Context: an optimization exercise on an open-source flow, tuned for a short achievable clock period and few clock cycles per item. The choices shown serve that exercise and are no tape-out recipe. In this exercise RTL edits were held to simulation tests only and were not proved equivalent to the original. Power figures rest on the tool's default switching activity, not on a simulated workload.

Setup of the previous run:
==> module rv_execute, before the edit <==
module rv_execute
(
    input  logic       clk,
    input  logic       rst,
    input  rv_pkg::instr_t     d_instr,
    input  rv_pkg::word_t      d_pc,
    input  rv_pkg::word_t      d_op_a,
    input  rv_pkg::word_t      d_op_b,
    input  rv_pkg::word_t      d_imm,
    input  logic [3:0] d_alu_op,
    output rv_pkg::instr_t     e_instr,
    output rv_pkg::word_t      e_result,
    output rv_pkg::word_t      e_target
);
    rv_pkg::alu_op_e    alu_op;
    logic [4:0] shamt;
    rv_pkg::word_t      alu_out;
    rv_pkg::word_t      pc_plus4;
    rv_pkg::word_t      pc_imm;
    rv_pkg::word_t      jalr_sum;
    rv_pkg::word_t      result;
    rv_pkg::word_t      target;
    logic       taken;
    assign alu_op   = rv_pkg::alu_op_e'(d_alu_op);
    assign shamt    = d_op_b[4:0];
    assign pc_plus4 = d_pc + 32'd4;
    assign pc_imm   = d_pc + d_imm;
    assign jalr_sum = d_op_a + d_imm;
    always_comb begin
        case (alu_op)
            ALU_ADD:    alu_out = d_op_a + d_op_b;
            ALU_SUB:    alu_out = d_op_a - d_op_b;
            ALU_XOR:    alu_out = d_op_a ^ d_op_b;
            ALU_OR:     alu_out = d_op_a | d_op_b;
            ALU_AND:    alu_out = d_op_a & d_op_b;
            ALU_SLL:    alu_out = d_op_a << shamt;
            ALU_SRL:    alu_out = d_op_a >> shamt;
            ALU_SRA:    alu_out = $signed(d_op_a) >>> shamt;
            ALU_SLT:    alu_out = {31'b0, $signed(d_op_a) < $signed(d_op_b)};
            ALU_SLTU:   alu_out = {31'b0, d_op_a < d_op_b};
            ALU_PASS_B: alu_out = d_op_b;  
            default:    alu_out = '0;
        endcase
    end
    always_comb begin
        case (d_instr.r.funct3)
            F3_BEQ:  taken = (d_op_a == d_op_b);
            F3_BNE:  taken = (d_op_a != d_op_b);
            F3_BLT:  taken = ($signed(d_op_a) < $signed(d_op_b));
            F3_BGE:  taken = ($signed(d_op_a) >= $signed(d_op_b));
            F3_BLTU: taken = (d_op_a < d_op_b);
            F3_BGEU: taken = (d_op_a >= d_op_b);
            default: taken = 1'b0;
        endcase
    end
    always_comb begin
        result = alu_out;
        target = pc_plus4;  
        case (d_instr.r.opcode)
            OP_AUIPC: begin
                result = pc_imm;
            end
            OP_JAL: begin
                result = pc_plus4;
                target = pc_imm;
            end
            OP_JALR: begin
                result = pc_plus4;
                target = {jalr_sum[31:1], 1'b0};
            end
            OP_BRANCH: begin
                if (taken) begin
                    target = pc_imm;
                end
            end
            default: begin
                result = alu_out;
            end
        endcase
    end
    always_ff @(posedge clk) begin
        if (rst) begin
            e_instr <= NOP_INSTR;
        end else begin
            e_instr <= d_instr;
        end
    end
    always_ff @(posedge clk) begin
        e_result <= result;
        e_target <= target;
    end
endmodule
==> module rv_core, before the edit <==
module rv_core #(
    parameter int IMEM_DEPTH = 64
) (
    input  logic                          clk,
    input  logic                          rst,
    input  logic                          run,
    input  logic                          imem_we,
    input  logic [$clog2(IMEM_DEPTH)-1:0] imem_addr,
    input  logic [31:0]                   imem_wdata,
    input  logic [4:0]                    dbg_addr,
    output logic [31:0]                   dbg_data
);
    logic [31:0] f_instr;
    logic [31:0] f_pc;
    logic [4:0]  rs1_addr;
    logic [4:0]  rs2_addr;
    logic [31:0] rs1_data;
    logic [31:0] rs2_data;
    logic [31:0] d_instr;
    logic [31:0] d_pc;
    logic [31:0] d_op_a;
    logic [31:0] d_op_b;
    logic [31:0] d_imm;
    logic [3:0]  d_alu_op;
    logic [31:0] e_instr;
    logic [31:0] e_result;
    logic [31:0] e_target;
    logic        wb_we;
    logic [4:0]  wb_addr;
    logic [31:0] wb_data;
    logic        redirect;
    logic [31:0] redirect_pc;
    rv_fetch #(
        .IMEM_DEPTH (IMEM_DEPTH)
    ) i_fetch (
        .clk         (clk),
        .rst         (rst),
        .run         (run),
        .imem_we     (imem_we),
        .imem_addr   (imem_addr),
        .imem_wdata  (imem_wdata),
        .redirect    (redirect),
        .redirect_pc (redirect_pc),
        .f_instr     (f_instr),
        .f_pc        (f_pc)
    );
    rv_decode i_decode (
        .clk      (clk),
        .rst      (rst),
        .f_instr  (f_instr),
        .f_pc     (f_pc),
        .rs1_addr (rs1_addr),
        .rs2_addr (rs2_addr),
        .rs1_data (rs1_data),
        .rs2_data (rs2_data),
        .d_instr  (d_instr),
        .d_pc     (d_pc),
        .d_op_a   (d_op_a),
        .d_op_b   (d_op_b),
        .d_imm    (d_imm),
        .d_alu_op (d_alu_op)
    );
    rv_execute i_execute (
        .clk      (clk),
        .rst      (rst),
        .d_instr  (d_instr),
        .d_pc     (d_pc),
        .d_op_a   (d_op_a),
        .d_op_b   (d_op_b),
        .d_imm    (d_imm),
        .d_alu_op (d_alu_op),
        .e_instr  (e_instr),
        .e_result (e_result),
        .e_target (e_target)
    );
    rv_retire i_retire (
        .clk         (clk),
        .rst         (rst),
        .e_instr     (e_instr),
        .e_result    (e_result),
        .e_target    (e_target),
        .wb_we       (wb_we),
        .wb_addr     (wb_addr),
        .wb_data     (wb_data),
        .redirect    (redirect),
        .redirect_pc (redirect_pc)
    );
    rv_regfile i_regfile (
        .clk      (clk),
        .rst      (rst),
        .wb_we    (wb_we),
        .wb_addr  (wb_addr),
        .wb_data  (wb_data),
        .rs1_addr (rs1_addr),
        .rs2_addr (rs2_addr),
        .rs1_data (rs1_data),
        .rs2_data (rs2_data),
        .dbg_addr (dbg_addr),
        .dbg_data (dbg_data)
    );
endmodule
Settings: LEC_CHECK=0, CAP_MARGIN=20, CORE_MARGIN=2, CORE_UTILIZATION=40, SLEW_MARGIN=20; clock period 7.5 ns.
run.sh (not shown) runs the stock make flow with config.mk's settings and CLKGATE_MAP_FILE= SYNTH_SCRIPT=/design/flow/synth_recipe.tcl, a recipe that flattens the netlist after the stock synthesis.
Testbench counts of the previous run, summed over its fixed seeds: cycles 195,826, instrs 139,500.
Input-level comparison between the current run and the previous run:
--- a/flow/design.v
+++ b/flow/design.v
@@ -241,7 +241,9 @@
     input  logic [3:0] d_alu_op,
     output rv_pkg::instr_t     e_instr,
     output rv_pkg::word_t      e_result,
-    output rv_pkg::word_t      e_target
+    output rv_pkg::word_t      e_target,
+    output logic       x_redirect,   
+    output rv_pkg::word_t      x_target
 );
     rv_pkg::alu_op_e    alu_op;
     logic [4:0] shamt;
@@ -316,6 +318,9 @@
             e_instr <= d_instr;
         end
     end
+    assign x_redirect = (d_instr.r.opcode == OP_BRANCH) || (d_instr.r.opcode == OP_JAL) ||
+                        (d_instr.r.opcode == OP_JALR);
+    assign x_target   = target;
     always_ff @(posedge clk) begin
         e_result <= result;
         e_target <= target;
@@ -390,6 +395,8 @@
     logic [31:0] wb_data;
     logic        redirect;
     logic [31:0] redirect_pc;
+    logic        r_redirect;    
+    logic [31:0] r_redirect_pc;
     rv_fetch #(
         .IMEM_DEPTH (IMEM_DEPTH)
     ) i_fetch (
@@ -429,9 +436,11 @@
         .d_op_b   (d_op_b),
         .d_imm    (d_imm),
         .d_alu_op (d_alu_op),
-        .e_instr  (e_instr),
-        .e_result (e_result),
-        .e_target (e_target)
+        .e_instr    (e_instr),
+        .e_result   (e_result),
+        .e_target   (e_target),
+        .x_redirect (redirect),
+        .x_target   (redirect_pc)
     );
     rv_retire i_retire (
         .clk         (clk),
@@ -442,8 +451,8 @@
         .wb_we       (wb_we),
         .wb_addr     (wb_addr),
         .wb_data     (wb_data),
-        .redirect    (redirect),
-        .redirect_pc (redirect_pc)
+        .redirect    (r_redirect),
+        .redirect_pc (r_redirect_pc)
     );
     rv_regfile i_regfile (
         .clk      (clk),
==> results.txt <==
Relative to the previous run, mean instance size in the synthesized netlist decreased by 3.7 sq um in the current run. Routed wire length on met3: the current run > the previous run. Summary of the current run over the previous run: required time of the critical path +2360 ps; fraction of area in registers -1.3 points; multi-input gate share of the layout cell area +0.53 points. Changes observed in the current run relative to the previous run: global-route met3 utilization climbed 1.2 points, highest ir drop seen on vdd climbed 8.4%. The run showing the smaller initial antenna violation count is the previous run. The current run did not stop at any stage, and its layout met the timing, DRC and antenna checks. NOTE standard cell core area the previous run->the current run increased slightly.
Testbench counts of the current run, summed over its fixed seeds: cycles 170,863, instrs 139,500.

re-timing with driven ports:
How much do the figures lean on ideal ports? The routed layouts below were timed once more, with nothing changed but the port constraints.
Step 1 (the two cells are an assumption about what drives the block):
set clk [get_ports {clk}]
set_driving_cell -lib_cell sky130_fd_sc_hd__clkbuf_16 $clk
set_driving_cell -lib_cell sky130_fd_sc_hd__buf_2 [delete_from_list [all_inputs] $clk]
Step 2 adds t to the input delays and takes it off the output delays; t is the mean of the earliest and latest rising clock arrival at the registers after step 1. Input paths then give back, and output paths get back, about the clock's delay inside the block.
Three values: ideal, step 1, step 2; two values: the first two.
run | t, ns | setup WS [ns] | clock arrival spread, ns
the previous run | 1.094 | 1.491 / 1.432 / 1.432 | 0.080 / 0.080
the current run | 1.100 | 0.884 / 0.884 / 0.884 | 0.086 / 0.086
After both steps setup and hold are still met in every run listed. The setup slack of the previous run, which loses most, moves by -0.059 ns with the drivers and by -0.059 ns with both steps.
